From an optimization exercise on the open Yosys and OpenROAD flow, aimed at small area and a short achievable clock period; shortcuts taken in it are not production practice. At most, simulation tests tie the RTL to the original design; equivalence was not proved. The RTL of runs 2, 3, 5 and 6 was laid out without a check of its function. Power figures rest on the tool's default switching activity, not on a simulated workload.

===== design/flow/flow/run.sh =====
#!/bin/bash
# The standard layout (standard.sh, unchanged synthesis and steps), except
# that the port buffers are plain buffers instead of the delay buffers
# buffer_ports picks by default. make's full output goes to standard_make.log.
set -euo pipefail
export BUFFER_PORTS_ARGS="-buffer_cell sky130_fd_sc_hd__buf_1"
bash standard.sh > standard_make.log 2>&1

===== design/flow/constraint.sdc =====
create_clock -name core_clock -period 5.5 [get_ports {clk}]
set_input_delay 1.1000 -clock core_clock [delete_from_list [all_inputs] [get_ports {clk}]]
set_output_delay 1.1000 -clock core_clock [all_outputs]
set_load 0.01 [all_outputs]

===== design/flow/standard.sh =====
#!/bin/bash
# synth_recipe.tcl (not shown) runs the flow's synth.tcl, then flattens the netlist and writes it again
# the make line also repeats each setting of config.mk as NAME=value (left out here)
make -C /OpenROAD-flow-scripts/flow DESIGN_CONFIG=/design/flow/config.mk WORK_HOME=/design/flow/orfs CLKGATE_MAP_FILE= SYNTH_SCRIPT=/design/flow/synth_recipe.tcl "${@:-finish}"

===== design/flow/config.mk =====
export PLATFORM = sky130hd
export DESIGN_NAME = systolic_array
export DESIGN_NICKNAME = systolic_array
export VERILOG_FILES = /design/flow/design.v
export SDC_FILE = /design/flow/constraint.sdc
export NUM_CORES = 4
export LEC_CHECK = 0
export CAP_MARGIN = 5
export CORE_MARGIN = 2
export CORE_UTILIZATION = 60
export CTS_CLUSTER_DIAMETER = 120
export CTS_CLUSTER_SIZE = 22
export PLACE_DENSITY = 0.75
export SETUP_SLACK_MARGIN = 2.9
export SLEW_MARGIN = 5

===== design/flow/design.v =====
package systolic_pkg;
    localparam int ARRAY_SIZE = 4;
    localparam int OPERAND_W  = 8;
    localparam int PRODUCT_W  = 16;
    localparam int DIGIT_W = 5;
    localparam logic [15:0] ACC_INIT = 16'h0AC0;
    localparam int DONE_AT = 16;    
endpackage
`timescale 1ns/1ps
module booth_recoder (
    input  logic       clk,
    input  logic       act,
    input  logic       hi,
    input  logic [7:0] b,
    output logic [4:0] dl,    
    output logic [4:0] dh     
);
    function automatic logic [4:0] encode(input logic [2:0] g, input logic en);
        logic one, two, neg;
        one = g[1] ^ g[0];
        two = (g[2] & ~g[1] & ~g[0]) | (~g[2] & g[1] & g[0]);
        neg = g[2];
        encode = en ? {~neg, one | two, neg, two, one} : 5'b0;
    endfunction
    logic [2:0] gl, gh;
    assign gh = hi ? b[7:5] : b[3:1];
    assign gl = hi ? b[5:3] : {b[1:0], 1'b0};
    always_ff @(posedge clk) begin
        dl <= encode(gl, act);
        dh <= encode(gh, act);
    end
endmodule
`timescale 1ns/1ps
module booth_multiplier (
    input  logic [7:0] a,
    input  logic [4:0] d,     
    output logic [8:0] row
);
    logic [8:0] a2;
    assign a2 = {a, 1'b0};
    for (genvar k = 0; k < 8; k++) begin : g_bit
        assign row[k] = ((d[0] & a[k]) | (d[1] & a2[k])) ^ d[2];
    end
    assign row[8] = (d[3] & a[7]) ^ d[4];
endmodule
`timescale 1ns/1ps
module mac_cell (
    input  logic        clk,
    input  logic        keep,
    input  logic        shift,
    input  logic        init,
    input  logic [7:0]  a,
    input  logic [4:0]  dl,
    input  logic [4:0]  dh,
    output logic [15:0] acc
);
    localparam logic [15:0] K = systolic_pkg::ACC_INIT;
    logic [8:0]  rl, rh;
    logic [15:0] f, s, c, sum;
    logic [19:0] acc_sh;
    logic [11:0] cy;       
    logic [3:0]  cs;       
    logic [3:0]  cin;
    logic [16:0] rip;
    logic [3:0]  cout;
    booth_multiplier u_rl (.a(a), .d(dl), .row(rl));
    booth_multiplier u_rh (.a(a), .d(dh), .row(rh));
    assign acc_sh = {acc, 4'b0};
    for (genvar k = 0; k < 16; k++) begin : g_fb
        assign f[k] = (keep & acc[k]) | (shift & acc_sh[k]) | (init & K[k]);
    end
    assign cin[0] = dl[2];
    assign cin[1] = keep & cs[1];
    assign cin[2] = (keep & cs[2]) | (shift & cs[1]);
    assign cin[3] = (keep & cs[3]) | (shift & cs[2]);
    assign s[1:0] = f[1:0];
    assign c[1:0] = rl[1:0];
    assign c[2]   = dh[2];
    assign cy[2:0] = '0;
    for (genvar k = 2; k <= 8; k++) begin : g_csa
        assign s[k]    = f[k] ^ rl[k] ^ rh[k-2];
        assign cy[k+1] = (f[k] & rl[k]) | (f[k] & rh[k-2]) | (rl[k] & rh[k-2]);
    end
    assign c[8:3] = cy[8:3];
    assign s[9]   = f[9] ^ rh[7];
    assign cy[10] = f[9] & rh[7];
    assign s[10]  = f[10] ^ rh[8];
    assign cy[11] = f[10] & rh[8];
    assign c[11:9] = cy[11:9];
    assign c[15:12] = '0;
    assign s[15:11] = f[15:11];
    for (genvar b = 0; b < 4; b++) begin : g_cpa
        logic [3:0] p, g;
        logic [4:0] cc;
        assign p = s[4*b +: 4] ^ c[4*b +: 4];
        assign g = s[4*b +: 4] & c[4*b +: 4];
        assign cc[0] = cin[b];
        assign cc[1] = g[0] | (p[0] & cin[b]);
        assign cc[2] = g[1] | (p[1] & g[0]) | (p[1] & p[0] & cin[b]);
        assign cc[3] = g[2] | (p[2] & g[1]) | (p[2] & p[1] & g[0]) | (p[2] & p[1] & p[0] & cin[b]);
        assign cc[4] = g[3] | (p[3] & g[2]) | (p[3] & p[2] & g[1]) | (p[3] & p[2] & p[1] & g[0])
                     | (p[3] & p[2] & p[1] & p[0] & cin[b]);
        assign sum[4*b +: 4] = p ^ cc[3:0];
        assign rip[4*b+4] = cc[4];
    end
    assign rip[0] = 1'b0;
    assign cout = {rip[12], rip[8], rip[4], 1'b0};
    always_ff @(posedge clk) begin
        acc <= sum;
        cs  <= cout;
    end
endmodule
`timescale 1ns/1ps
module array_ctrl (
    input  logic       clk,
    input  logic       rst,
    output logic [3:0] load,       
    output logic       act_next,   
    output logic       hi_next,    
    output logic       keep,       
    output logic       shift,      
    output logic       init,       
    output logic       done
);
    logic [4:0] count;
    always_ff @(posedge clk or negedge rst) begin
        if (!rst) begin
            count <= '0;
            done  <= 1'b0;
        end else begin
            if (count != systolic_pkg::DONE_AT) count <= count + 1'b1;
            if (count == systolic_pkg::DONE_AT) done <= 1'b1;
        end
    end
    for (genvar n = 0; n < 4; n++) begin : g_load
        assign load[n] = (count <= n + 4);
    end
    assign act_next = (count >= 4) && (count <= 11);
    assign hi_next  = (count <= 7);
    always_ff @(posedge clk) begin
        init  <= (count == 4);
        shift <= (count == 8);
        keep  <= (count != 4) && (count != 8);
    end
endmodule
`timescale 1ns/1ps
module systolic_array (
    input  logic           clk,
    input  logic           rst,
    input  logic [31:0]    a_lanes,
    input  logic [31:0]    b_lanes,
    output logic [255:0]   c,
    output logic           done
);
    localparam int N = systolic_pkg::ARRAY_SIZE;
    logic [3:0]  load;
    logic        act_next, hi_next, keep, shift, init;
    logic [7:0]  ra [N][4];
    logic [3:0]  rb_lo [N][4];
    logic [3:0]  rb_hi [N][3];
    logic [7:0]  a_tap [N];
    logic [4:0]  dl [N];
    logic [4:0]  dh [N];
    array_ctrl u_ctrl (
        .clk      (clk),
        .rst      (rst),
        .load     (load),
        .act_next (act_next),
        .hi_next  (hi_next),
        .keep     (keep),
        .shift    (shift),
        .init     (init),
        .done     (done)
    );
    for (genvar n = 0; n < N; n++) begin : g_lane
        always_ff @(posedge clk) begin
            ra[n][0] <= load[n] ? a_lanes[8*n +: 8] : ra[n][3];
            for (int k = 1; k < 4; k++) ra[n][k] <= ra[n][k-1];
        end
        assign a_tap[n] = ra[n][3-n];
        logic [3:0] lo_in;
        logic [7:0] b_rd;
        assign lo_in = load[n] ? b_lanes[8*n +: 4] : rb_lo[n][3];
        always_ff @(posedge clk) begin
            rb_lo[n][0] <= lo_in;
            for (int k = 1; k < 4; k++) rb_lo[n][k] <= rb_lo[n][k-1];
        end
        if (n == 3) begin : g_rd_in
            assign b_rd = {b_lanes[8*n+4 +: 4], lo_in};
        end else begin : g_rd_ring
            always_ff @(posedge clk) begin
                rb_hi[n][0] <= b_lanes[8*n+4 +: 4];
                for (int k = 1; k <= 2 - n; k++) rb_hi[n][k] <= rb_hi[n][k-1];
            end
            assign b_rd = {rb_hi[n][2-n], rb_lo[n][2-n]};
        end
        booth_recoder u_rec (
            .clk (clk),
            .act (act_next),
            .hi  (hi_next),
            .b   (b_rd),
            .dl  (dl[n]),
            .dh  (dh[n])
        );
    end
    for (genvar i = 0; i < N; i++) begin : g_row
        for (genvar j = 0; j < N; j++) begin : g_col
            mac_cell u_cell (
                .clk   (clk),
                .keep  (keep),
                .shift (shift),
                .init  (init),
                .a     (a_tap[i]),
                .dl    (dl[j]),
                .dh    (dh[j]),
                .acc   (c[16*(4*i+j) +: 16])
            );
        end
    end
endmodule

==> key figures, run 1 <==
Routing
  • Total iterations of the first detailed-routing run: 6
  • Initial DRC count: between 3k and 4k
  • Metal-1 WL: 41.0 mm
  • Drt wl/cell: around 24 um
  • Met3 routed WL: around 12 mm
  • Met2 WL post-DR: between 40 and 50 mm
  • DR vias/cell: 6.28
  • Post-route DRC: 0
  • Top Metal Used: met5
  • Post-route antenna net violation count: 0
  • Drt total wl: ~100 mm
  • Via count: 25.9k

Flow run
  • Max-cap violations: 0

Synth
  • Area leader, netlist: dfxtp_1
  • Simple-gate area share of the yosys netlist: around 6.0%
  • Synth Area in Compound Gates: between 15 and 20%
  • Yosys warnings: 14
  • Combinational family with the most area after synthesis: adder cells
  • Gate Count Post-Synth: between 3k and 4k
  • Distinct cells, synth: 62
  • Syn Area/Cell: between 10 and 15 um^2
  • Sequential share of the synthesized area: approximately 35%
  • Proportion of synthesized area in mux cells: ~1.8%
  • Mapped cell area: 32200 um^2
  • Async SR Flop Fraction: under 10%
  • Synth Area in XOR/XNOR: about an eighth
  • Post-synthesis adder-cell area fraction: roughly a fifth
  • EDFF count, synth: 0
  • Top-area cell type share of the netlist area: 35.0%
  • Seq cells post-synth: ~570
  • Synth top area cells: dfxtp_1 (35%), ha_1 (11%), fa_1 (9.0%), a22oi_1 (8.2%), xnor2_1 (6.7%)
  • Main flop type after synthesis: dfxtp_1
  • Syn Nets: approximately 3.7k

Clocking
  • Clk root buf: clkbuf_16
  • CTS tree: yes
  • Clk buf depth: 3
  • Clock latency (worst-skew pair): 650 ps
  • Clk slew on worst S/H paths: about 100 ps
  • CTS Sinks: 569
  • Number of H-tree levels: 1
  • TritonCTS Buffers: 29

Placement
  • Worst slack, placed: about 2200 ps
  • Number of port buffers: approximately 320
  • RD Place Congestion: 0.942
  • Post-DP HPWL: between 60 and 70 mm

STA
  • Hold WS: roughly 290 ps
  • Final WS setup: 2930 ps
  • Fin. max-slew vios: 0
  • Setup_tns: 0 ps
  • Final setup fails: 0
  • Part of the cycle the worst path needs: a little under half
  • RSZ-0062 raised after global routing: yes
  • Least-Margin Pin Slew: approximately 1100 ps
  • Fmax: 389 MHz
  • Clock Skews: roughly 44 ps
  • Max-Slew Margin vs Limit: a little over a quarter
  • Post-layout min period: 2570 ps
  • Final hold vios: 0

Finish
  • Most frequent cells in the layout: dfxtp_1 (506), buf_1 (322), a22oi_1 (317), ha_1 (267), inv_1 (259)
  • Commonest non-fill, non-tap cell in the layout: dfxtp_1
  • Core Util, Final: slightly below 70%
  • Area delta synth->final: 12.9%
  • N_diodes: 0
  • Final nets: between 3k and 4k
  • Fraction of layout cells with a size suffix above 1: between 10 and 15%

Power
  • Peak supply drop: roughly 0.00028 V
  • Leakage: around 0.016 uW
  • Total power: 14000 uW
  • Pwr dens: between 300 and 400 nW/um^2

Setup path
  • CP Data Required Time: between 6000 and 7000 ps
  • Critical path peak fanout: 20
  • Delay of the slowest critical-path stage: 470 ps
  • Crit path capture type: register
  • CP Class: register to register
  • Worst path slowest cell: fa_2
  • Critical-path cell list: buf_8 > buf_12 > a221o_1 > fa_2 > ha_1 > a21o_1 > a21oi_1 > xnor2_1
  • Worst EP arrival: approximately 3200 ps
  • Crit start category: register

Die
  • Std cell rows: 84
  • Chip width: around 240 um
  • Initial Util: 61.0%
  • Die Span Y: about 240 um
  • Die area: 55500 um^2
  • I/O pin total: between 300 and 400
  • Core area: ~53000 um^2

GRT
  • Initial antenna violation count: 1
  • First-pass GRT wire length: about 150 mm
  • GRT Util Overall: approximately a third
  • Largest net degree at the start of global routing: 54
  • Vias in the first global route: 24.6k
  • GRT Residual Overflow: 0

Status
  • Outcome: timing/DRC/antenna clean

Min path
  • HP Class: register to register
[registers in the layout, indices dropped and copies added, names as in the netlist]
register,count
u_ctrl.shift,1
rb_lo,64
rb_hi,24
u_ctrl.done,1
u_ctrl.keep,1
u_ctrl.init,1
ra,128
g_lane.u_rec.dl,20
g_row.g_col.u_cell.acc,256
g_row.g_col.u_cell.cs,48
u_ctrl.count,5
g_lane.u_rec.dh,20
[area by class of cell]
class                      count  area, um^2
multi-input combinational   2109       19200
fill                        4050       16400
sequential                   569       11600
timing repair buffer         454        2870
inverter                     265         995
tap                          688         861
clock buffer                  32         737
clock inverter                 2        25.0
[layer usage]
metal	up-vias	track usage [%]
met2	1509	51.5
met5	-	0
met3	251	8.09
met4	2	12.9
li1	11427	-
met1	12681	47.3
[critical path, delay by kind of cell, from the launching register on]
family / cells / cell delay, ps
fa+ha+maj: 2 / 790
compound gates: 3 / 720
flops: 1 / 450
buf+inv: 2 / 390
xor+xnor: 1 / 140
[kinds of logic after synthesis]
logic type	after synthesis
AOI/OAI and AO/OA	757
xor gates and xnor gates	488
adders and majority gates	420
buffers and inverters	510
DFF	569
muxes	53
and+or+nand+nor	390
[power by group]
part / switching [uW] / leakage [uW] / internal [uW]
clock: 1370 / 0.000375 / 957
combinational: 2890 / 0.0111 / 2230
sequential: 1370 / 0.00482 / 5210
total: 5630 / 0.0163 / 8390
[stage by stage]
stage               cell area (um^2)  instances
floorplan                      32600       3187
global placement               33800       3987
detailed placement             33800       3987
CTS                            35500       4076
global route                   36300       4119
finish                         36300       4119
[path summary, 6_finish.rpt]
path / start / to / slack [ps] / cells past startpoint
max: u_ctrl.keep / g_row[0].g_col[3].u_cell.acc[10] / 2930 / 8
min: ra[8][5] / ra[9][5] / 290 / 0
max reg2reg: u_ctrl.keep / g_row[0].g_col[3].u_cell.acc[10] / 2930 / 8
min reg2reg: ra[8][5] / ra[9][5] / 290 / 0
max in group asynchronous: rst / u_ctrl.count[1] / 4930 / 1
min in group asynchronous: rst / u_ctrl.done / 340 / 1
[what timing repair did]
item	in CTS	in global routing
gates resized for setup	105	104
hold buffers	0	0
endpoints found under the setup margin	204	87
pin swaps	0	30
buffers inserted	53	35
gates cloned	2	8
[cell usage after synthesis, types with 30 or more instances]
cell / instances
nand2_1: 218
buf_1: 35
a22o_1: 32
nor2_1: 34
xor2_1: 241
fa_1: 144
o21ai_0: 30
ha_1: 276
a21oi_1: 100
o21bai_1: 32
a21o_1: 65
dfxtp_1: 563
mux2_2: 37
inv_1: 265
clkbuf_1: 145
a22oi_1: 352
a221o_1: 48
buf_2: 54
xnor2_1: 247
and2_1: 49
==> run 2, diff against run 1 <==
--- a/design/flow/design.v
+++ b/design/flow/design.v
@@ -3,5 +3,5 @@
     localparam int OPERAND_W  = 8;
     localparam int PRODUCT_W  = 16;
-    localparam int DIGIT_W = 5;
+    localparam int DIGIT_W = 4;
     localparam logic [15:0] ACC_INIT = 16'h0AC0;
     localparam int DONE_AT = 16;    
@@ -13,13 +13,13 @@
     input  logic       hi,
     input  logic [7:0] b,
-    output logic [4:0] dl,    
-    output logic [4:0] dh     
-);
-    function automatic logic [4:0] encode(input logic [2:0] g, input logic en);
+    output logic [3:0] dl,    
+    output logic [3:0] dh     
+);
+    function automatic logic [3:0] encode(input logic [2:0] g, input logic en);
         logic one, two, neg;
         one = g[1] ^ g[0];
         two = (g[2] & ~g[1] & ~g[0]) | (~g[2] & g[1] & g[0]);
         neg = g[2];
-        encode = en ? {~neg, one | two, neg, two, one} : 5'b0;
+        encode = en ? {~neg, neg, two, one} : 4'b0;
     endfunction
     logic [2:0] gl, gh;
@@ -34,5 +34,5 @@
 module booth_multiplier (
     input  logic [7:0] a,
-    input  logic [4:0] d,     
+    input  logic [3:0] d,     
     output logic [8:0] row
 );
@@ -42,5 +42,5 @@
         assign row[k] = ((d[0] & a[k]) | (d[1] & a2[k])) ^ d[2];
     end
-    assign row[8] = (d[3] & a[7]) ^ d[4];
+    assign row[8] = ((d[0] | d[1]) & a[7]) ^ d[3];
 endmodule
 `timescale 1ns/1ps
@@ -51,6 +51,6 @@
     input  logic        init,
     input  logic [7:0]  a,
-    input  logic [4:0]  dl,
-    input  logic [4:0]  dh,
+    input  logic [3:0]  dl,
+    input  logic [3:0]  dh,
     output logic [15:0] acc
 );
@@ -160,6 +160,6 @@
     logic [3:0]  rb_hi [N][3];
     logic [7:0]  a_tap [N];
-    logic [4:0]  dl [N];
-    logic [4:0]  dh [N];
+    logic [3:0]  dl [N];
+    logic [3:0]  dh [N];
     array_ctrl u_ctrl (
         .clk      (clk),
--- a/design/flow/config.mk
+++ b/design/flow/config.mk
@@ -6,5 +6,5 @@
 export NUM_CORES = 4
 export LEC_CHECK = 0
-export CAP_MARGIN = 5
+export CAP_MARGIN = 20
 export CORE_MARGIN = 2
 export CORE_UTILIZATION = 60
@@ -12,4 +12,4 @@
 export CTS_CLUSTER_SIZE = 22
 export PLACE_DENSITY = 0.75
-export SETUP_SLACK_MARGIN = 2.9
-export SLEW_MARGIN = 5
+export SETUP_SLACK_MARGIN = 3.0
+export SLEW_MARGIN = 20
==> run 2 against run 1 <==
  * Global-route usage rose by 1.4 points
  * Count of clock-buffer cells in the layout rose by 1
  * Total power rose by 4.1%
  * First-iteration DRC count rose by 20%
  * Still clean
  * Utilization rose by 5.6 points
  * Die area fell by 0.46%
==> key figures, run 2 <==
Finish
  • Final nets: 4032 (+3.0%)
  • # fillers: 3305 (-18%)
  • Area delta synth->final: 22.4%
  • Commonest non-fill, non-tap cell in the layout: dfxtp_1
  • Most frequent cells in the layout: dfxtp_1 (493), buf_1 (316), xnor2_1 (246), ha_1 (239), a22oi_1 (238)
  • Biggest register: g_row.g_col.u_cell.acc
  • Fraction of layout cells with a size suffix above 1: 21.9% (+11 points)
  • Top flop regs: g_row.g_col.u_cell.acc (256), ra (128), rb_lo (64)
  • Number of flip-flops in the largest register: 256 (unchanged)

STA
  • Fmax: 348 MHz (-10%)
  • Setup_tns: 0 ps (unchanged)
  • Final hold vios: 0 (unchanged)
  • Fin. max-slew vios: 0 (unchanged)
  • Least-Margin Pin Slew: 751 ps (-342 ps)
  • RSZ-0062 raised after global routing: yes
  • Post-layout min period: 2870 ps (+301 ps)
  • Hold WS: 314 ps (+21.7 ps)
  • Final setup fails: 0 (unchanged)
  • Clock Skews: 34.7 ps (-8.89 ps)
  • Final WS setup: 2630 ps (-301 ps)
  • Part of the cycle the worst path needs: 52.2% (+5.5 points)
  • Max-Slew Margin vs Limit: 49.6% (+23 points)

Routing
  • Drt total wl: 113 mm (+12%)
  • Drt wl/cell: 26.7 um (+9.2%)
  • Total iterations of the first detailed-routing run: 8 (+2)
  • DR vias/cell: 6.46 (+2.9%)
  • Post-route DRC: 0 (unchanged)
  • Post-route antenna net violation count: 0 (unchanged)
  • Met2 WL post-DR: 48.5 mm (+12%)
  • Initial DRC count: 3664 (+20%)
  • Via count: 27.4k (+6.0%)
  • Met3 routed WL: 15.9 mm (+36%)
  • Top Metal Used: met5
  • Metal-1 WL: 40.5 mm (-1.2%)

Synth
  • Synth Area in XOR/XNOR: 13.3% (+0.063 points)
  • Gate Count Post-Synth: 3127 (-1.9%)
  • Top-area cell type share of the netlist area: 34.7% (-0.33 points)
  • Syn Nets: 3612 (-1.7%)
  • EDFF count, synth: 0 (unchanged)
  • Sequential share of the synthesized area: 35.2% (-0.33 points)
  • Area leader, netlist: dfxtp_1
  • Synth cell count leaders: dfxtp_1 (555), a22oi_1 (336), ha_1 (275)
  • Most common cell in the synthesized netlist: dfxtp_1
  • Post-synthesis adder-cell area fraction: 19.7% (+0.054 points)
  • Synth top area cells: dfxtp_1 (35%), ha_1 (11%), fa_1 (9.0%), a22oi_1 (7.9%), xnor2_1 (6.8%)
  • Syn Area/Cell: 10.2 um^2 (+1.4%)
  • Distinct cells, synth: 62 (unchanged)
  • Main flop type after synthesis: dfxtp_1
  • Combinational family with the most area after synthesis: adder cells
  • Yosys warnings: 14 (unchanged)
  • Simple-gate area share of the yosys netlist: 5.28% (-0.70 points)
  • Synth Area in Compound Gates: 18.0% (+0.53 points)
  • Proportion of synthesized area in mux cells: 1.80% (+0.0085 points)
  • Mapped cell area: 32000 um^2 (-0.47%)
  • Async SR Flop Fraction: 1.07% (+0.015 points)
  • Seq cells post-synth: 561 (-1.4%)

Clocking
  • Clk root buf: clkbuf_16
  • CTS Sinks: 561 (-1.4%)
  • Post-CTS Hold Fix Bufs: 0 (unchanged)
  • CTS tree: yes
  • Clk slew on worst S/H paths: 100 ps (about the same)
  • TritonCTS Buffers: 29 (unchanged)
  • Clock latency (worst-skew pair): 660 ps (about the same)
  • Clk buf depth: 3 (unchanged)
  • Number of H-tree levels: 1 (unchanged)

Placement
  • Post-DP HPWL: 63.2 mm (-6.6%)
  • RD Place Congestion: 0.899 (-4.6%)
  • Worst slack, placed: 2120 ps (-45.8 ps)
  • Number of port buffers: 322 (unchanged)

GRT
  • Largest net degree at the start of global routing: 57 (+5.6%)
  • Vias in the first global route: 26.0k (+5.8%)
  • First-pass GRT wire length: 153 mm (+3.9%)
  • GRT Util Overall: 35.5% (+1.4 points)
  • Initial antenna violation count: 3 (+2)
  • GRT Residual Overflow: 0 (unchanged)

Setup path
  • CP Class: register to register
  • Reg-to-reg endpoint: g_row[2].g_col[0].u_cell.cs[2]
  • Crit start category: register
  • CP Data Required Time: 6040 ps (-40 ps)
  • Critical path endpoint: g_row[2].g_col[0].u_cell.cs[2]
  • Crit path capture type: register
  • Critical path peak fanout: 10 (-50%)
  • Worst r2r src: g_lane[0].u_rec.dh[1]
  • Cells on worst reg2reg path: 9 (+1)
  • Crit path from: g_lane[0].u_rec.dh[1]
  • R2R setup slack: 2630 ps (-300 ps)
  • Worst EP arrival: 3410 ps (+260 ps)

Power
  • Pwr dens: 372 nW/um^2 (-3.5%)
  • Leakage: 0.0173 uW (+6.5%)
  • Peak supply drop: 0.000263 V (-6.6%)

Status
  • Outcome: timing/DRC/antenna clean

Die
  • Die Span Y: 235 um (-0.23%)
  • Core area: 52700 um^2 (-0.20%)
  • Initial Util: 60.8% (-0.17 points)
  • Chip width: 235 um (-0.23%)
  • I/O pin total: 323 (unchanged)
  • Die area: 55200 um^2 (-0.46%)
  • Std cell rows: 84 (unchanged)

Min path
  • HP Class: register to register

Flow run
  • Max-cap violations: 0 (unchanged)
run 2: power by group:
part           internal (uW)  switching, uW  total (uW)
sequential              5150           1340        6490
clock                   1010           1400        2410
combinational           2530           3180        5700
total                   8690           5910       14600
run 2: worst min-delay path by stage:
stage,startpoint,end,cells after the start
finish,ra[2][7],ra[3][7],0
global route,ra[2][7],ra[3][7],0
CTS,ra[2][7],ra[3][7],0
detailed placement,ra[4][1],ra[5][1],0
global placement,ra[1][0],ra[2][0],0
floorplan,ra[10][0],ra[11][0],0
run 2: logic make-up (layout without fill, tap and decap cells):
group,Yosys count,count (layout)
AOI/OAI and AO/OA,768,768
xor gates and xnor gates,488,488
adders and majority gates,419,419
buffers and inverters,512,937
DFF,561,561
muxes,53,53
other,0,2
and+or+nand+nor,326,326
run 2: repair_timing:
item | 4_1_cts | 5_1_grt
pin swaps | 24 | 178
setup buffers | 105 | 143
cloned | 16 | 12
setup endpoints to repair | 225 | 128
resized for setup | 171 | 283
run 2: per-stage QoR:
stage               power (uW)  util [%]  area, um^2  cells
floorplan                 9470         -       32500   3127
global placement         11200      63.8       33600   3928
detailed placement       11500      63.8       33600   3928
CTS                      13900      69.2       36500   4085
global route             15300      74.4       39200   4240
finish                   14600      74.4       39200   4242
run 2: layout make-up:
cell class	instances	area [um^2]	area share, %
clock buffer	33	741	1.89
tap	688	861	2.20
clock inverter	3	58.8	0.150
sequential	561	11500	29.3
multi-input combinational	2054	20000	51.2
inverter	267	1000	2.56
antenna	2	5.00	0.0128
timing repair buffer	634	5000	12.8
run 2: metal layers:
| layer | up-vias | track usage (%) |
|---|---|---|
| met5 | - | 0 |
| met4 | 2 | 18.1 |
| met3 | 586 | 9.95 |
| met2 | 2064 | 54.5 |
| met1 | 13215 | 45.8 |
| li1 | 11557 | - |
run 2: worst max-delay path, cell delays in order (launching register included):
cell and delay [ps]:
dfxtp_4 380, buf_6 160, buf_4 210, a22oi_1 560
xor2_1 190, fa_1 580, inv_1 60, ha_1 310
a21oi_2 230, o21bai_1 100
==> run 3, diff against run 2 <==
--- a/design/flow/config.mk
+++ b/design/flow/config.mk
@@ -12,4 +12,4 @@
 export CTS_CLUSTER_SIZE = 22
 export PLACE_DENSITY = 0.75
-export SETUP_SLACK_MARGIN = 3.0
+export SETUP_SLACK_MARGIN = 2.9
 export SLEW_MARGIN = 20
==> run 3 against run 2 <==
  * Register-to-register slack improved by 250 ps
  * Total power decreased by 3.9%
  * Non-clock buffer count decreased by 128
  * Utilization decreased by 4.5 points
  * Sequential cell count unchanged
  * Critical endpoint is now g_row[0].g_col[3].u_cell.acc[7]
  * Clock skew increased by 11 ps
  * First-iteration DRC count decreased by 16%
  * Design area decreased by 6.1%
  * Setup slack improved by 250 ps
  * Synthesized cell count unchanged
==> key figures, run 3 <==
Power
  • Seq pwr share: 46.0% (+1.5 points)
  • Clock power frac: 16.5% (about the same)
  • Peak supply drop: 0.000241 V (-8.4%)
  • Pwr dens: 381 nW/um^2 (+2.3%)
  • Leakage: 0.0165 uW (-5.0%)
  • Sw frac: 40.1% (-0.40 points)
  • Cell internal pwr: 8410 uW (-3.3%)
  • P_sw: 5620 uW (-4.9%)
  • Comb pwr share: 37.4% (-1.7 points)

Synth
  • Synth cell count leaders: dfxtp_1 (555), a22oi_1 (336), ha_1 (275)
  • Distinct cells, synth: 62 (unchanged)
  • Syn Area/Cell: 10.2 um^2 (unchanged)
  • Gate Count Post-Synth: 3127 (unchanged)
  • Main flop type after synthesis: dfxtp_1
  • Syn Nets: 3612 (unchanged)
  • Most common cell in the synthesized netlist: dfxtp_1
  • Seq cells post-synth: 561 (unchanged)
  • Mapped cell area: 32000 um^2 (unchanged)
  • Async SR Flop Fraction: 1.07% (unchanged)
  • Area leader, netlist: dfxtp_1
  • Synth top area cells: dfxtp_1 (35%), ha_1 (11%), fa_1 (9.0%), a22oi_1 (7.9%), xnor2_1 (6.8%)
  • Yosys warnings: 14 (unchanged)
  • Sequential share of the synthesized area: 35.2% (unchanged)
  • Top-area cell type share of the netlist area: 34.7% (unchanged)
  • EDFF count, synth: 0 (unchanged)

Routing
  • Drt wl/cell: 24.4 um (-8.6%)
  • Initial DRC count: 3096 (-16%)
  • Drt total wl: 100 mm (-11%)
  • Via count: 25.9k (-5.5%)
  • Total iterations of the first detailed-routing run: 6 (-2)
  • Post-route antenna net violation count: 0 (unchanged)
  • DR vias/cell: 6.30 (-2.5%)
  • Post-route DRC: 0 (unchanged)

Finish
  • Area delta synth->final: 14.9%
  • # fillers: 3821 (+16%)
  • Top flop regs: g_row.g_col.u_cell.acc (256), ra (128), rb_lo (64)
  • Fraction of layout cells with a size suffix above 1: 14.2% (-7.7 points)
  • Biggest register: g_row.g_col.u_cell.acc
  • Number of flip-flops in the largest register: 256 (unchanged)
  • Core Util, Final: 69.9% (-4.5 points)
  • Commonest non-fill, non-tap cell in the layout: dfxtp_1
  • Final nets: 3904 (-3.2%)
  • Most frequent cells in the layout: dfxtp_1 (496), buf_1 (322), a22oi_1 (287), ha_1 (261), inv_1 (258)

Setup path
  • Critical path peak fanout: 6 (-4)
  • Worst path slowest cell: fa_1
  • Delay of the slowest critical-path stage: 450 ps (-130 ps)
  • Worst EP arrival: 3190 ps (-220 ps)
  • CP Data Required Time: 6080 ps (+40 ps)
  • Critical-path cell list: clkbuf_4 > buf_4 > a22oi_2 > xor2_1 > fa_1 > inv_1 > ha_1 > a41oi_2 > nand2_1 > a21oi_2 > xnor2_1
  • Crit path capture type: register
  • Crit start category: register
  • CP Class: register to register

GRT
  • Initial antenna violation count: 2 (-1)
  • Largest net degree at the start of global routing: 65 (+14%)
  • GRT Util Overall: 33.1% (-2.4 points)
  • First-pass GRT wire length: 144 mm (-5.6%)
  • GRT Residual Overflow: 0 (unchanged)
  • Vias in the first global route: 25.1k (-3.5%)

Die
  • Die Span Y: 235 um (unchanged)
  • Std cell rows: 84 (unchanged)
  • Core area: 52700 um^2 (unchanged)
  • Die area: 55200 um^2 (unchanged)
  • I/O pin total: 323 (unchanged)
  • Chip width: 235 um (unchanged)
  • Initial Util: 60.8% (unchanged)

STA
  • Final hold vios: 0 (unchanged)
  • Fmax: 382 MHz (+9.7%)
  • RSZ-0062 raised after global routing: yes
  • Final setup fails: 0 (unchanged)
  • Max-Slew Margin vs Limit: 55.7% (+6.1 points)
  • Clock Skews: 45.2 ps (+10.6 ps)
  • Fin. max-slew vios: 0 (unchanged)
  • Part of the cycle the worst path needs: 47.6% (-4.6 points)
  • Least-Margin Pin Slew: 663 ps (-87.4 ps)
  • Post-layout min period: 2620 ps (-255 ps)
  • Setup_tns: 0 ps (unchanged)

Flow run
  • Max-cap violations: 0 (unchanged)

Clocking
  • Clk root buf: clkbuf_16
  • TritonCTS Buffers: 29 (unchanged)
  • Clk buf depth: 3 (unchanged)
  • Clock latency (worst-skew pair): 640 ps (-20 ps)
  • Number of H-tree levels: 1 (unchanged)
  • Clk slew on worst S/H paths: 100 ps (about the same)
  • CTS tree: yes
  • CTS Sinks: 561 (unchanged)

Status
  • Outcome: timing/DRC/antenna clean

Placement
  • RD Place Congestion: 0.906 (+0.76%)
  • Number of port buffers: 322 (unchanged)
  • Post-DP HPWL: 63.0 mm (-0.26%)

Min path
  • HP Class: register to register
==> run 3: cell counts after synthesis <==
No cell type changed its count.
==> run 3: stage by stage <==
step                hold slack (ps)  setup WS (ps)  instances  area, um^2  total power (uW)
global route                    307           2800       4111       36800             14700
CTS                             308           2850       4018       35400             13800
finish                          287           2880       4112       36800             14000
global placement                310           2170       3922       33500             11200
detailed placement              312           2040       3922       33500             11500
floorplan                       310           2890       3127       32400              9450
==> run 3: worst paths after layout <==
check / from / endpoint / slack (ps) / depth (start not counted)
setup / recovery: g_lane[3].u_rec.dh[0] / g_row[0].g_col[3].u_cell.acc[7] / 2880 / 11
hold / removal: ra[10][1] / ra[11][1] / 290 / 0
setup reg to reg: g_lane[3].u_rec.dh[0] / g_row[0].g_col[3].u_cell.acc[7] / 2880 / 11
hold reg to reg: ra[10][1] / ra[11][1] / 290 / 0
max in group asynchronous: rst / u_ctrl.count[1] / 4850 / 1
min in group asynchronous: rst / u_ctrl.count[4] / 370 / 1
==> run 3: worst max-delay path: cells and delay by family (launching register included) <==
| kind | cells | cell delay [ps] |
|---|---|---|
| AND/OR/NAND/NOR | 1 | 100 |
| flip-flops | 1 | 400 |
| AO/OA/AOI/OAI | 3 | 510 |
| buffers and inverters | 3 | 480 |
| adder cells (fa/ha/maj) | 2 | 710 |
| XOR/XNOR | 2 | 340 |
==> run 3: routing by layer <==
metal  wire length [um]  up-vias  part of all wire, %  global-route usage, %
li1                   -    11325                    -                      -
met1              38100    12650                   38                   44.1
met2              44400     1608                   44                   51.0
met3              12600      324                   13                   8.01
met4               5300        4                  5.3                   15.2
met5                 27        -                0.027                      0
==> run 3: timing repair <==
action                     in CTS  in global routing
setup endpoints to repair     209                 94
setup buffers                  57                 86
gates resized for setup       127                114
gates cloned                    4                  7
pin swaps                       2                 72
hold buffers                    0                  0
==> run 3: cell type report <==
class	instances	area [um^2]	share of cell area, %
well taps	688	861	2.34
diodes	1	2.50	0.00680
clock inverters	2	36.3	0.0986
inverters	267	1000	2.72
flip-flops and latches	561	11500	31.2
clock buffers	33	741	2.01
multi-input cells	2054	19200	52.3
repair buffers	506	3450	9.37
==> run 3: cells by family (layout without fill, tap and decap cells) <==
family / Yosys count / count (layout) / synth area share (%)
adders and majority gates: 419 / 419 / 19.7
AOI/OAI and AO/OA: 768 / 768 / 18.0
other: 0 / 1 / 0
buffers and inverters: 512 / 808 / 6.70
xor gates and xnor gates: 488 / 488 / 13.3
DFF: 561 / 561 / 35.2
and+or+nand+nor: 326 / 326 / 5.28
muxes: 53 / 53 / 1.80
==> run 3: power by group through the flow <==
stage / clock (uW) / sequential [uW] / combinational (uW)
global placement: 0 / 6440 / 4720
floorplan: 0 / 6380 / 3070
finish: 2320 / 6460 / 5250
global route: 2480 / 6510 / 5750
CTS: 2340 / 6370 / 5040
detailed placement: 0 / 6480 / 4990
==> run 4, diff against run 3 <==
--- a/design/flow/design.v
+++ b/design/flow/design.v
@@ -3,5 +3,5 @@
     localparam int OPERAND_W  = 8;
     localparam int PRODUCT_W  = 16;
-    localparam int DIGIT_W = 4;
+    localparam int DIGIT_W = 5;
     localparam logic [15:0] ACC_INIT = 16'h0AC0;
     localparam int DONE_AT = 16;    
@@ -13,13 +13,13 @@
     input  logic       hi,
     input  logic [7:0] b,
-    output logic [3:0] dl,    
-    output logic [3:0] dh     
-);
-    function automatic logic [3:0] encode(input logic [2:0] g, input logic en);
+    output logic [4:0] dl,    
+    output logic [4:0] dh     
+);
+    function automatic logic [4:0] encode(input logic [2:0] g, input logic en);
         logic one, two, neg;
         one = g[1] ^ g[0];
         two = (g[2] & ~g[1] & ~g[0]) | (~g[2] & g[1] & g[0]);
         neg = g[2];
-        encode = en ? {~neg, neg, two, one} : 4'b0;
+        encode = en ? {~neg, one | two, neg, two, one} : 5'b0;
     endfunction
     logic [2:0] gl, gh;
@@ -34,5 +34,5 @@
 module booth_multiplier (
     input  logic [7:0] a,
-    input  logic [3:0] d,     
+    input  logic [4:0] d,     
     output logic [8:0] row
 );
@@ -42,5 +42,5 @@
         assign row[k] = ((d[0] & a[k]) | (d[1] & a2[k])) ^ d[2];
     end
-    assign row[8] = ((d[0] | d[1]) & a[7]) ^ d[3];
+    assign row[8] = (d[3] & a[7]) ^ d[4];
 endmodule
 `timescale 1ns/1ps
@@ -51,6 +51,6 @@
     input  logic        init,
     input  logic [7:0]  a,
-    input  logic [3:0]  dl,
-    input  logic [3:0]  dh,
+    input  logic [4:0]  dl,
+    input  logic [4:0]  dh,
     output logic [15:0] acc
 );
@@ -160,6 +160,6 @@
     logic [3:0]  rb_hi [N][3];
     logic [7:0]  a_tap [N];
-    logic [3:0]  dl [N];
-    logic [3:0]  dh [N];
+    logic [4:0]  dl [N];
+    logic [4:0]  dh [N];
     array_ctrl u_ctrl (
         .clk      (clk),
==> design/flow/run.sh (new file) <==
#!/bin/bash
# synth_recipe.tcl (not shown) runs the flow's synth.tcl, then flattens the netlist and writes it again
# the make line also repeats each setting of config.mk as NAME=value (left out here)
make -C /OpenROAD-flow-scripts/flow DESIGN_CONFIG=/design/flow/config.mk WORK_HOME=/design/flow/orfs CLKGATE_MAP_FILE= SYNTH_SCRIPT=/design/flow/synth_recipe.tcl finish
--- a/design/flow/config.mk
+++ b/design/flow/config.mk
@@ -12,4 +12,4 @@
 export CTS_CLUSTER_SIZE = 22
 export PLACE_DENSITY = 0.75
-export SETUP_SLACK_MARGIN = 2.9
+export SETUP_SLACK_MARGIN = 2.6
 export SLEW_MARGIN = 20
removed: design/flow/flow/run.sh
removed: design/flow/standard.sh
==> run 4 against run 3 <==
  * Sequential power rose by 3.3%
  * Count of clock-buffer cells in the layout fell by 2
  * Still clean on timing, DRC and antenna
  * Total power rose by 7.5%
  * Cell count fell by 1.4%
  * Synthesized cell count rose by 1.9%
  * Setup slack got worse by 310 ps
  * Fmax fell by 11%
  * Non-clock buffer count fell by 114
  * Utilization rose by 0.29 points
  * Register-to-register slack got worse by 310 ps
==> key figures, run 4 <==
STA
  • RSZ-0062 raised after global routing: yes
  • Part of the cycle the worst path needs: 53.2% (+5.6 points)
  • Clock Skews: 42.8 ps (-2.46 ps)
  • Hold WS: 313 ps (+26.2 ps)
  • Post-layout min period: 2930 ps (+310 ps)
  • Setup_tns: 0 ps (unchanged)
  • Fmax: 342 MHz (-11%)
  • Final setup fails: 0 (unchanged)
  • Max-Slew Margin vs Limit: 42.7% (-13 points)
  • Final hold vios: 0 (unchanged)
  • Fin. max-slew vios: 0 (unchanged)
  • Least-Margin Pin Slew: 847 ps (+184 ps)

Routing
  • DR vias/cell: 6.20 (-1.6%)
  • Total iterations of the first detailed-routing run: 5 (-1)
  • Post-route antenna net violation count: 0 (unchanged)
  • Drt total wl: 97.6 mm (-2.8%)
  • Post-route DRC: 0 (unchanged)
  • Via count: 25.2k (-2.9%)
  • Drt wl/cell: 24.1 um (-1.4%)
  • Initial DRC count: 2791 (-9.9%)

Die
  • I/O pin total: 323 (unchanged)
  • Initial Util: 61.0% (+0.17 points)
  • Std cell rows: 84 (unchanged)
  • Die Span Y: 236 um (+0.23%)
  • Die area: 55500 um^2 (+0.46%)
  • Chip width: 236 um (+0.23%)
  • Core area: 52800 um^2 (+0.20%)

Synth
  • Top-area cell type share of the netlist area: 35.0% (+0.33 points)
  • Mapped cell area: 32200 um^2 (+0.47%)
  • Synth top area cells: dfxtp_1 (35%), ha_1 (11%), fa_1 (9.0%), a22oi_1 (8.2%), xnor2_1 (6.7%)
  • EDFF count, synth: 0 (unchanged)
  • Distinct cells, synth: 62 (unchanged)
  • Syn Nets: 3673 (+1.7%)
  • Sequential share of the synthesized area: 35.5% (+0.33 points)
  • Syn Area/Cell: 10.1 um^2 (-1.4%)
  • Async SR Flop Fraction: 1.05% (-0.015 points)
  • Seq cells post-synth: 569 (+1.4%)
  • Most common cell in the synthesized netlist: dfxtp_1
  • Area leader, netlist: dfxtp_1
  • Gate Count Post-Synth: 3187 (+1.9%)
  • Yosys warnings: 14 (unchanged)
  • Synth cell count leaders: dfxtp_1 (563), a22oi_1 (352), ha_1 (276)
  • Main flop type after synthesis: dfxtp_1

Setup path
  • Crit start category: register
  • Worst EP arrival: 3490 ps (+300 ps)
  • R2R setup slack: 2570 ps (-310 ps)
  • Cells on worst reg2reg path: 9 (-2)
  • Crit path capture type: register
  • CP Class: register to register
  • Reg-to-reg endpoint: g_row[0].g_col[0].u_cell.acc[7]
  • CP Data Required Time: 6060 ps (-20 ps)
  • Worst r2r src: g_lane[0].u_rec.dh[2]
  • Critical path peak fanout: 16 (+10)
  • Critical-path cell list: buf_4 > xor2_1 > fa_1 > inv_1 > ha_1 > a41oi_1 > nand2_1 > a21oi_1 > xnor2_1
  • Delay of the slowest critical-path stage: 540 ps (+90 ps)
  • Worst path slowest cell: dfxtp_4

Status
  • Outcome: timing/DRC/antenna clean

Clocking
  • Clk slew on worst S/H paths: 100 ps (about the same)
  • Clk root buf: clkbuf_16
  • CTS Sinks: 569 (+1.4%)
  • TritonCTS Buffers: 29 (unchanged)
  • Clock latency (worst-skew pair): 650 ps (about the same)
  • Clk buf depth: 3 (unchanged)
  • CTS tree: yes
  • Post-CTS Hold Fix Bufs: 0 (unchanged)
  • Number of H-tree levels: 1 (unchanged)

GRT
  • Initial antenna violation count: 1 (-1)
  • Largest net degree at the start of global routing: 76 (+17%)
  • Vias in the first global route: 24.6k (-1.9%)
  • GRT Residual Overflow: 0 (unchanged)
  • First-pass GRT wire length: 145 mm (+0.81%)
  • GRT Util Overall: 33.6% (+0.45 points)

Power
  • Clock power frac: 15.3% (-1.2 points)
  • Seq pwr share: 44.2% (-1.8 points)
  • Leakage: 0.0167 uW (+1.7%)
  • Sw frac: 36.9% (-3.2 points)
  • Total power: 15100 uW (+7.5%)
  • Cell internal pwr: 9520 uW (+13%)
  • P_sw: 5560 uW (-1.1%)
  • Comb pwr share: 40.5% (+3.1 points)
  • Pwr dens: 407 nW/um^2 (+6.9%)
  • Peak supply drop: 0.000303 V (+26%)

Finish
  • Area delta synth->final: 15.1%
  • Biggest register: g_row.g_col.u_cell.acc
  • # fillers: 4004 (+4.8%)
  • Top flop regs: g_row.g_col.u_cell.acc (256), ra (128), rb_lo (64)
  • Commonest non-fill, non-tap cell in the layout: dfxtp_1
  • Final std cell area, no fill: 37000 um^2 (+0.62%)
  • Number of flip-flops in the largest register: 256 (unchanged)
  • Most frequent cells in the layout: dfxtp_1 (502), a22oi_1 (352), clkdlybuf4s50_1 (321), ha_1 (276), inv_1 (265)
  • Fraction of layout cells with a size suffix above 1: 6.71% (-7.5 points)
  • Final nets: 3851 (-1.4%)

Min path
  • Worst Hold Depth: 0 (unchanged)
  • HP Class: register to register
  • HP Start: ra[8][6]
  • Worst-case hold path end point: ra[9][6]

Placement
  • RD Place Congestion: 0.909 (+0.38%)
  • Post-DP HPWL: 68.6 mm (+8.8%)
  • Number of port buffers: 322 (unchanged)
  • Dpl cell area: 35600 um^2 (+6.1%)

Flow run
  • Max-cap violations: 0 (unchanged)
run 4: worst max-delay path by stage:
stage                     startpoint                         endpoint  slack [ps]  cells past startpoint
2_1_floorplan            u_ctrl.keep  g_row[0].g_col[0].u_cell.acc[7]        2530                     13
3_3_place_gp            u_ctrl.shift  g_row[0].g_col[0].u_cell.acc[7]        2220                      9
3_5_place_dp            u_ctrl.shift  g_row[0].g_col[0].u_cell.acc[7]        2080                      9
4_1_cts                  u_ctrl.keep  g_row[3].g_col[3].u_cell.acc[7]        2580                      9
5_1_grt        g_lane[0].u_rec.dh[2]   g_row[0].g_col[0].u_cell.cs[2]        2550                      9
6_report       g_lane[0].u_rec.dh[2]  g_row[0].g_col[0].u_cell.acc[7]        2570                      9
run 4: metrics by stage:
stage               setup WS, ps  utilization [%]  std cells
global placement            2220             67.4       3989
finish                      2570             70.2       4056
floorplan                   2530                -       3187
global route                2550             70.2       4055
detailed placement          2080             67.4       3989
CTS                         2580             69.4       4029
run 4: worst max-delay path: cells and delay by family, from the launching register on:
kind | cells | cell delay, ps
AO/OA/AOI/OAI | 2 | 580
XOR/XNOR | 2 | 400
adder cells (fa/ha/maj) | 2 | 750
buffers and inverters | 2 | 460
flip-flops | 1 | 540
AND/OR/NAND/NOR | 1 | 110
run 4: area by class of cell:
type | instances | area (um^2) | area share (%)
diodes | 1 | 2.50 | 0.00676
clock buffers | 31 | 733 | 1.98
clock inverters | 2 | 25.0 | 0.0676
inverters | 265 | 995 | 2.69
multi-input cells | 2108 | 18700 | 50.6
flip-flops and latches | 569 | 11600 | 31.2
well taps | 688 | 861 | 2.33
repair buffers | 392 | 4120 | 11.1
run 4: cells by family after synthesis:
kind of cell	share of synthesized area [%]
AO/OA/AOI/OAI	17.4
flip-flops	35.5
buffers and inverters	6.32
XOR/XNOR	13.3
adder cells (fa/ha/maj)	19.7
AND/OR/NAND/NOR	5.98
multiplexers	1.79
run 4: power groups by stage:
stage / clock [uW] / combinational [uW] / sequential, uW
final: 2310 / 6100 / 6670
after global routing: 2480 / 6640 / 6720
after CTS: 2340 / 6100 / 6570
after detailed placement: 0 / 6060 / 6680
after global placement: 0 / 5830 / 6650
after floorplan: 0 / 2960 / 6420
run 4: what timing repair did:
action,4_1_cts,5_1_grt
setup buffers,5,25
resized for setup,60,38
cloned,2,1
endpoints found under the hold margin,0,0
setup endpoints to repair,111,78
run 4: per-layer routing:
layer	GRT usage, %	up-vias	part of all wire, %
met3	9.42	220	12
met1	47.2	12334	42
met2	49.6	1298	42
li1	-	11298	-
met4	11.2	2	4.0
met5	0	-	0.014
==> run 5, diff against run 4 <==
--- a/design/flow/design.v
+++ b/design/flow/design.v
@@ -83,24 +83,14 @@
     end
     assign c[8:3] = cy[8:3];
-    assign s[9]   = f[9] ^ rh[7];
-    assign cy[10] = f[9] & rh[7];
-    assign s[10]  = f[10] ^ rh[8];
-    assign cy[11] = f[10] & rh[8];
-    assign c[11:9] = cy[11:9];
+    assign s[9]   = f[9] ^ rh[7] ^ cy[9];
+    assign cy[10] = (f[9] & rh[7]) | (f[9] & cy[9]) | (rh[7] & cy[9]);
+    assign s[10]  = f[10] ^ rh[8] ^ cy[10];
+    assign cy[11] = (f[10] & rh[8]) | (f[10] & cy[10]) | (rh[8] & cy[10]);
+    assign c[10:9] = '0;
+    assign c[11]   = cy[11];
     assign c[15:12] = '0;
     assign s[15:11] = f[15:11];
     for (genvar b = 0; b < 4; b++) begin : g_cpa
-        logic [3:0] p, g;
-        logic [4:0] cc;
-        assign p = s[4*b +: 4] ^ c[4*b +: 4];
-        assign g = s[4*b +: 4] & c[4*b +: 4];
-        assign cc[0] = cin[b];
-        assign cc[1] = g[0] | (p[0] & cin[b]);
-        assign cc[2] = g[1] | (p[1] & g[0]) | (p[1] & p[0] & cin[b]);
-        assign cc[3] = g[2] | (p[2] & g[1]) | (p[2] & p[1] & g[0]) | (p[2] & p[1] & p[0] & cin[b]);
-        assign cc[4] = g[3] | (p[3] & g[2]) | (p[3] & p[2] & g[1]) | (p[3] & p[2] & p[1] & g[0])
-                     | (p[3] & p[2] & p[1] & p[0] & cin[b]);
-        assign sum[4*b +: 4] = p ^ cc[3:0];
-        assign rip[4*b+4] = cc[4];
+        assign {rip[4*b+4], sum[4*b +: 4]} = {1'b0, s[4*b +: 4]} + {1'b0, c[4*b +: 4]} + {4'b0, cin[b]};
     end
     assign rip[0] = 1'b0;
--- a/design/flow/config.mk
+++ b/design/flow/config.mk
@@ -8,8 +8,4 @@
 export CAP_MARGIN = 20
 export CORE_MARGIN = 2
-export CORE_UTILIZATION = 60
-export CTS_CLUSTER_DIAMETER = 120
-export CTS_CLUSTER_SIZE = 22
-export PLACE_DENSITY = 0.75
-export SETUP_SLACK_MARGIN = 2.6
+export CORE_UTILIZATION = 40
 export SLEW_MARGIN = 20
==> run 5 against run 4 <==
  * Still clean
  * Global-route usage shrank 9.9 points
  * Critical path depth decreased by 1
  * Sequential share of layout area shrank 0.49 points
  * Largest cell class unchanged
==> key figures, run 5 <==
Clocking
  • CTS Sinks: 569 (unchanged)
  • Post-CTS Hold Fix Bufs: 0 (unchanged)
  • Post-CTS setup buffer count: 0 (-5)
  • Clk root buf: clkbuf_16
  • Clock latency (worst-skew pair): 610 ps (-40 ps)
  • Clk slew on worst S/H paths: 60 ps (-40 ps)
  • TritonCTS Buffers: 66 (+130%)
  • Number of H-tree levels: 3 (+2)
  • CTS tree: yes
  • Clk buf depth: 3 (unchanged)
  • Post-CTS Resized: 0 (-100%)

Finish
  • Final std cell area, no fill: 37200 um^2 (+0.43%)
  • Number of flip-flops in the largest register: 256 (unchanged)
  • N_diodes: 0 (-1)
  • Commonest non-fill, non-tap cell in the layout: dfxtp_1
  • Most frequent cells in the layout: dfxtp_1 (555), clkdlybuf4s50_1 (322), a22oi_1 (303), inv_1 (276), xnor2_1 (224)
  • Top flop regs: g_row.g_col.u_cell.acc (256), ra (128), rb_lo (64)
  • # fillers: 6934 (+73%)
  • Biggest register: g_row.g_col.u_cell.acc
  • Area delta synth->final: 20.4%
  • Finished Layout Cells: 4266 (+5.2%)
  • Fraction of layout cells with a size suffix above 1: 7.48% (+0.77 points)
  • Final nets: 3631 (-5.7%)

Die
  • Std cell rows: 101 (+20%)
  • Core area: 76200 um^2 (+44%)
  • Die Span Y: 282 um (+20%)
  • Chip width: 282 um (+20%)
  • Initial Util: 40.5% (-20 points)
  • I/O pin total: 323 (unchanged)
  • Die area: 79500 um^2 (+43%)

Placement
  • RD Place Congestion: 0.872 (-4.2%)
  • Number of port buffers: 322 (unchanged)
  • Dpl cell area: 35000 um^2 (-1.6%)
  • Placed cell count: 4154 (+4.1%)
  • Post-DP HPWL: 70.6 mm (+2.9%)

GRT
  • GRT Residual Overflow: 0 (unchanged)
  • Largest net degree at the start of global routing: 83 (+9.2%)
  • Initial antenna violation count: 6 (+5)
  • GRT Util Overall: 23.7% (-9.9 points)
  • Vias in the first global route: 23.3k (-5.6%)
  • First-pass GRT wire length: 144 mm (-0.94%)

Power
  • Total power: 15900 uW (+5.3%)
  • Peak supply drop: 0.000251 V (-17%)
  • Leakage: 0.0162 uW (-3.2%)
  • Pwr dens: 427 nW/um^2 (+4.9%)

STA
  • Fmax: 270 MHz (-21%)
  • Least-Margin Pin Slew: 1110 ps (+262 ps)
  • Max-Slew Margin vs Limit: 26.0% (-17 points)
  • Final setup fails: 0 (unchanged)
  • RSZ-0062 raised after global routing: no
  • Fin. max-slew vios: 0 (unchanged)
  • Setup_tns: 0 ps (unchanged)
  • Post-layout min period: 3710 ps (+780 ps)
  • Clock Skews: 16.9 ps (-25.9 ps)
  • Final hold vios: 0 (unchanged)
  • Part of the cycle the worst path needs: 67.4% (+14 points)

Synth
  • Distinct cells, synth: 55 (-11%)
  • Gate Count Post-Synth: 2971 (-6.8%)
  • Sequential share of the synthesized area: 37.0% (+1.5 points)
  • Synth cell count leaders: dfxtp_1 (563), a22oi_1 (303), inv_1 (276)
  • Most common cell in the synthesized netlist: dfxtp_1
  • Area leader, netlist: dfxtp_1
  • Syn Area/Cell: 10.4 um^2 (+3.0%)
  • Async SR Flop Fraction: 1.05% (unchanged)
  • Main flop type after synthesis: dfxtp_1
  • Seq cells post-synth: 569 (unchanged)
  • Mapped cell area: 30900 um^2 (-4.0%)
  • Syn Nets: 3409 (-7.2%)
  • Top-area cell type share of the netlist area: 36.5% (+1.5 points)
  • Yosys warnings: 14 (unchanged)
  • EDFF count, synth: 0 (unchanged)
  • Synth top area cells: dfxtp_1 (36%), fa_1 (13%), a22oi_1 (7.4%), ha_1 (6.6%), xnor2_1 (6.4%)

Setup path
  • Crit path capture type: register
  • Worst EP arrival: 4210 ps (+720 ps)
  • Crit start category: register
  • CP Class: register to register
  • Critical path peak fanout: 20 (+4)
  • CP Data Required Time: 6000 ps (-60 ps)

Routing
  • Via count: 23.1k (-8.1%)
  • Drt wl/cell: 22.3 um (-7.2%)
  • Post-route antenna net violation count: 0 (unchanged)
  • Initial DRC count: 1937 (-31%)
  • DR vias/cell: 5.42 (-13%)
  • Drt total wl: 95.2 mm (-2.4%)
  • Post-route DRC: 0 (unchanged)
  • Total iterations of the first detailed-routing run: 6 (+1)

Min path
  • HP Class: register to register

Status
  • Outcome: timing/DRC/antenna clean

Flow run
  • Max-cap violations: 0 (unchanged)
[run 5: logic make-up after synthesis]
family | after synthesis | synth area share [%]
AOI/OAI and AO/OA | 640 | 16.1
DFF | 569 | 37.0
buffers and inverters | 510 | 6.47
xor gates and xnor gates | 416 | 11.8
and+or+nand+nor | 410 | 6.63
adders and majority gates | 372 | 20.1
muxes | 54 | 1.94
[run 5: layer usage]
metal / up-vias / GRT usage [%] / part of all wire, %
met1: 11373 / 33.9 / 46
met2: 935 / 34.9 / 42
met4: 10 / 8.39 / 3.3
met3: 149 / 5.47 / 8.5
li1: 10651 / - / -
met5: - / 0 / 0.060
[run 5: critical path: stages (launching register included)]
cell	delay (ps)
dfxtp_1	790
inv_1	670
xnor2_1	340
fa_1	540
inv_1	50
fa_1	430
fa_1	420
a21o_1	180
a21o_1	180
[run 5: where the power goes]
part	leakage [uW]	total, uW	switching, uW	internal (uW)
clock	0.00105	4390	1840	2550
sequential	0.00479	6290	1150	5130
combinational	0.0104	5200	2360	2840
[run 5: final cells by class]
type	instances	area, um^2	area share (%)
flip-flops and latches	569	11400	30.8
clock inverters	26	328	0.882
repair buffers	388	3790	10.2
multi-input cells	1892	17500	47.0
inverters	276	1040	2.79
clock buffers	85	1820	4.91
well taps	1030	1290	3.47
[run 5: worst paths after layout]
kind,slack (ps),startpoint,depth (start not counted),endpoint
max reg2reg,1790,g_lane[2].u_rec.dl[2],8,g_row[2].g_col[2].u_cell.cs[2]
max,1790,g_lane[2].u_rec.dl[2],8,g_row[2].g_col[2].u_cell.cs[2]
min reg2reg,320,rb_lo[4][0],0,rb_lo[5][0]
min in group asynchronous,740,rst,1,u_ctrl.count[4]
max in group asynchronous,4530,rst,1,u_ctrl.count[2]
min,320,rb_lo[4][0],0,rb_lo[5][0]
[run 5: metrics by stage]
| step | worst slack, ps | utilization, % | hold WS (ps) |
|---|---|---|---|
| detailed placement | 1780 | 45.9 | 312 |
| global route | 1590 | 48.8 | 326 |
| finish | 1790 | 48.8 | 323 |
| global placement | 1900 | 45.9 | 310 |
| CTS | 1750 | 48.8 | 322 |
| floorplan | 2320 | - | 310 |
==> run 6, diff against run 5 <==
--- a/design/flow/config.mk
+++ b/design/flow/config.mk
@@ -9,3 +9,4 @@
 export CORE_MARGIN = 2
 export CORE_UTILIZATION = 40
+export SETUP_SLACK_MARGIN = 2.5
 export SLEW_MARGIN = 20
==> run 6 against run 5 <==
  * Non-clock buffer count increased by 22
  * Via count grew 2.4%
  * Critical endpoint is now g_row[1].g_col[3].u_cell.cs[2]
  * Total power rose by 2.4%
  * Highest routed layer unchanged
==> key figures, run 6 <==
Status
  • Outcome: timing/DRC/antenna clean

Routing
  • DR vias/cell: 5.50 (+1.5%)
  • Via count: 23.7k (+2.4%)
  • Initial DRC count: 1974 (+1.9%)
  • Post-route DRC: 0 (unchanged)
  • Post-route antenna net violation count: 0 (unchanged)
  • Drt wl/cell: 22.9 um (+2.5%)
  • Drt total wl: 98.3 mm (+3.3%)
  • Total iterations of the first detailed-routing run: 6 (unchanged)

GRT
  • GRT Residual Overflow: 0 (unchanged)
  • Initial antenna violation count: 7 (+1)
  • GRT Util Overall: 24.4% (+0.72 points)
  • Largest net degree at the start of global routing: 71 (-14%)
  • Vias in the first global route: 24.0k (+3.2%)
  • First-pass GRT wire length: 148 mm (+2.6%)

Flow run
  • Max-cap violations: 0 (unchanged)

Placement
  • RD Place Congestion: 0.878 (+0.70%)
  • Number of port buffers: 322 (unchanged)
  • Post-DP HPWL: 70.1 mm (-0.63%)

Setup path
  • R2R setup slack: 2530 ps (+730 ps)
  • CP Data Required Time: 6010 ps (about the same)
  • Cells on worst reg2reg path: 8 (unchanged)
  • Worst EP arrival: 3480 ps (-730 ps)
  • Worst r2r src: u_ctrl.shift
  • Reg-to-reg endpoint: g_row[1].g_col[3].u_cell.cs[2]
  • CP Class: register to register
  • Critical path peak fanout: 70 (+250%)
  • Crit path capture type: register
  • Crit start category: register

Finish
  • Top flop regs: g_row.g_col.u_cell.acc (256), ra (128), rb_lo (64)
  • Final nets: 3656 (+0.69%)
  • Most frequent cells in the layout: dfxtp_1 (515), clkdlybuf4s50_1 (322), a22oi_1 (303), inv_1 (273), xnor2_1 (222)
  • Number of flip-flops in the largest register: 256 (unchanged)
  • N_diodes: 0 (unchanged)
  • Fraction of layout cells with a size suffix above 1: 9.94% (+2.5 points)
  • Area delta synth->final: 22.9%
  • Commonest non-fill, non-tap cell in the layout: dfxtp_1
  • Biggest register: g_row.g_col.u_cell.acc
  • Core Util, Final: 49.8% (+1.0 points)

Synth
  • Sequential share of the synthesized area: 37.0% (unchanged)
  • Most common cell in the synthesized netlist: dfxtp_1
  • Synth top area cells: dfxtp_1 (36%), fa_1 (13%), a22oi_1 (7.4%), ha_1 (6.6%), xnor2_1 (6.4%)
  • Gate Count Post-Synth: 2971 (unchanged)
  • Mapped cell area: 30900 um^2 (unchanged)
  • Synth cell count leaders: dfxtp_1 (563), a22oi_1 (303), inv_1 (276)
  • Area leader, netlist: dfxtp_1
  • Seq cells post-synth: 569 (unchanged)
  • Syn Area/Cell: 10.4 um^2 (unchanged)
  • Top-area cell type share of the netlist area: 36.5% (unchanged)
  • Main flop type after synthesis: dfxtp_1
  • Distinct cells, synth: 55 (unchanged)
  • Async SR Flop Fraction: 1.05% (unchanged)
  • Yosys warnings: 14 (unchanged)
  • Syn Nets: 3409 (unchanged)
  • EDFF count, synth: 0 (unchanged)

STA
  • Fin. max-slew vios: 0 (unchanged)
  • Post-layout min period: 2970 ps (-732 ps)
  • Max-Slew Margin vs Limit: 44.4% (+18 points)
  • RSZ-0062 raised after global routing: yes
  • Clock Skews: 19.1 ps (+2.18 ps)
  • Setup_tns: 0 ps (unchanged)
  • Part of the cycle the worst path needs: 54.1% (-13 points)
  • Final hold vios: 0 (unchanged)
  • Fmax: 336 MHz (+25%)
  • Final setup fails: 0 (unchanged)
  • Hold WS: 320 ps (-3.13 ps)
  • Least-Margin Pin Slew: 810 ps (-298 ps)

Min path
  • HP Class: register to register
  • HP Start: ra[8][3]
  • Worst-case hold path end point: ra[9][3]
  • Worst Hold Depth: 0 (unchanged)

Power
  • Leakage: 0.0165 uW (+2.0%)
  • Pwr dens: 429 nW/um^2 (+0.32%)
  • Peak supply drop: 0.000197 V (-21%)

Die
  • Std cell rows: 101 (unchanged)
  • I/O pin total: 323 (unchanged)
  • Chip width: 282 um (unchanged)
  • Initial Util: 40.5% (unchanged)
  • Core area: 76200 um^2 (unchanged)
  • Die area: 79500 um^2 (unchanged)
  • Die Span Y: 282 um (unchanged)

Clocking
  • Clk root buf: clkbuf_16
  • Number of H-tree levels: 3 (unchanged)
  • Clock latency (worst-skew pair): 610 ps (about the same)
  • Clk slew on worst S/H paths: 60 ps (about the same)
  • CTS tree: yes
  • Clk buf depth: 3 (unchanged)
  • CTS Sinks: 569 (unchanged)
  • TritonCTS Buffers: 67 (+1.5%)
==> run 6: cells by family (layout without fill, tap and decap cells) <==
logic type                 after synthesis  after routing  synth area share [%]
AOI/OAI and AO/OA                      640            640                  16.1
adders and majority gates              372            372                  20.1
DFF                                    569            569                  37.0
and+or+nand+nor                        410            410                  6.63
xor gates and xnor gates               416            416                  11.8
muxes                                   54             54                  1.94
buffers and inverters                  510            810                  6.47
==> run 6: layout make-up <==
cell class                      instances  area [um^2]
Clock buffer                           92         1960
Clock inverter                         30          407
Fill cell                            6855        38300
Inverter                              276         1050
Multi-Input combinational cell       1892        17500
Sequential cell                       569        11600
Tap cell                             1030         1290
Timing Repair Buffer                  410         4140
Timing Repair inverter                  2         15.0
==> run 6: critical path, stage by stage, from the launching register on <==
cell and delay (ps):
dfxtp_4 540, buf_16 310, a22oi_1 150, fa_1 550, inv_1 50, fa_1 430, fa_1 430, a21o_1 170
a21o_1 170
==> run 6: worst max-delay path by stage <==
stage	slack (ps)	to	startpoint	cells past startpoint
final	2530	g_row[1].g_col[3].u_cell.cs[2]	u_ctrl.shift	8
after global routing	2460	g_row[2].g_col[3].u_cell.acc[3]	g_lane[3].u_rec.dl[2]	10
after CTS	2470	g_row[2].g_col[1].u_cell.cs[2]	g_lane[1].u_rec.dl[2]	9
after detailed placement	1840	g_row[2].g_col[1].u_cell.cs[2]	g_lane[1].u_rec.dl[2]	8
after global placement	1910	g_row[2].g_col[2].u_cell.cs[2]	g_lane[2].u_rec.dl[2]	8
after floorplan	2480	g_row[1].g_col[3].u_cell.cs[2]	g_lane[3].u_rec.dl[0]	10
==> run 6: power by group <==
| group | internal, uW | total (uW) | switching [uW] |
|---|---|---|---|
| registers | 5120 | 6320 | 1200 |
| logic | 2850 | 5210 | 2360 |
| clock network | 2890 | 4740 | 1840 |
==> run 6: per-stage QoR <==
stage                     cells  instance area [um^2]  setup slack, ps  power, uW
after floorplan            2971                 30900             2480       8600
after global placement     4144                 34900             1910      11400
after detailed placement   4144                 34900             1840      11600
after CTS                  4288                 37700             2470      16400
after global routing       4301                 38000             2460      17200
final                      4301                 38000             2530      16300
==> run 6: metal layers <==
metal  GRT usage [%]  share of wire (%)  up-vias
li1                -                  -    10709
met1            33.9                 44    11768
met2            36.5                 43      994
met3            6.11                9.2      181
met4            9.37                3.6       12
met5               0              0.083        -
==> run 6: timing repair <==
action / in CTS / in global routing
hold buffers: 0 / 0
gates resized for setup: 60 / 60
gates cloned: 3 / 0
endpoints found under the setup margin: 152 / 39
buffers inserted: 19 / 13

separate check: timing with driven ports:
In the flow no input, the clock included, has a driving cell. The finished layouts below were timed again as built, in two steps.
Step 1 (the two cells are an assumption about what drives the block):
set clk [get_ports {clk}]
set_driving_cell -lib_cell sky130_fd_sc_hd__clkbuf_16 $clk
set_driving_cell -lib_cell sky130_fd_sc_hd__buf_2 [delete_from_list [all_inputs] $clk]
Step 2 times the ports against the registers' clock, not the clock port: input delays grow and output delays shrink by t, the midpoint of the rising clock arrivals with the driver on.
Three values: no drivers, after step 1, after step 2; two values: the first two.
| run | shift t [ns] | slack for setup (ns) | hold slack, ns |
|---|---|---|---|
| run 1 | 0.689 | 2.930 / 2.874 / 2.930 | 0.293 / 0.293 / 0.293 |
| run 2 | 0.703 | 2.629 / 2.629 / 2.629 | 0.314 / 0.288 / 0.314 |
| run 3 | 0.682 | 2.884 / 2.884 / 2.884 | 0.287 / 0.287 / 0.287 |
| run 4 | 0.683 | 2.574 / 2.524 / 2.574 | 0.313 / 0.313 / 0.313 |
| run 5 | 0.671 | 1.794 / 1.794 / 1.794 | 0.323 / 0.323 / 0.323 |
| run 6 | 0.666 | 2.527 / 2.527 / 2.527 | 0.320 / 0.320 / 0.320 |
After both steps setup and hold are still met in every run listed.
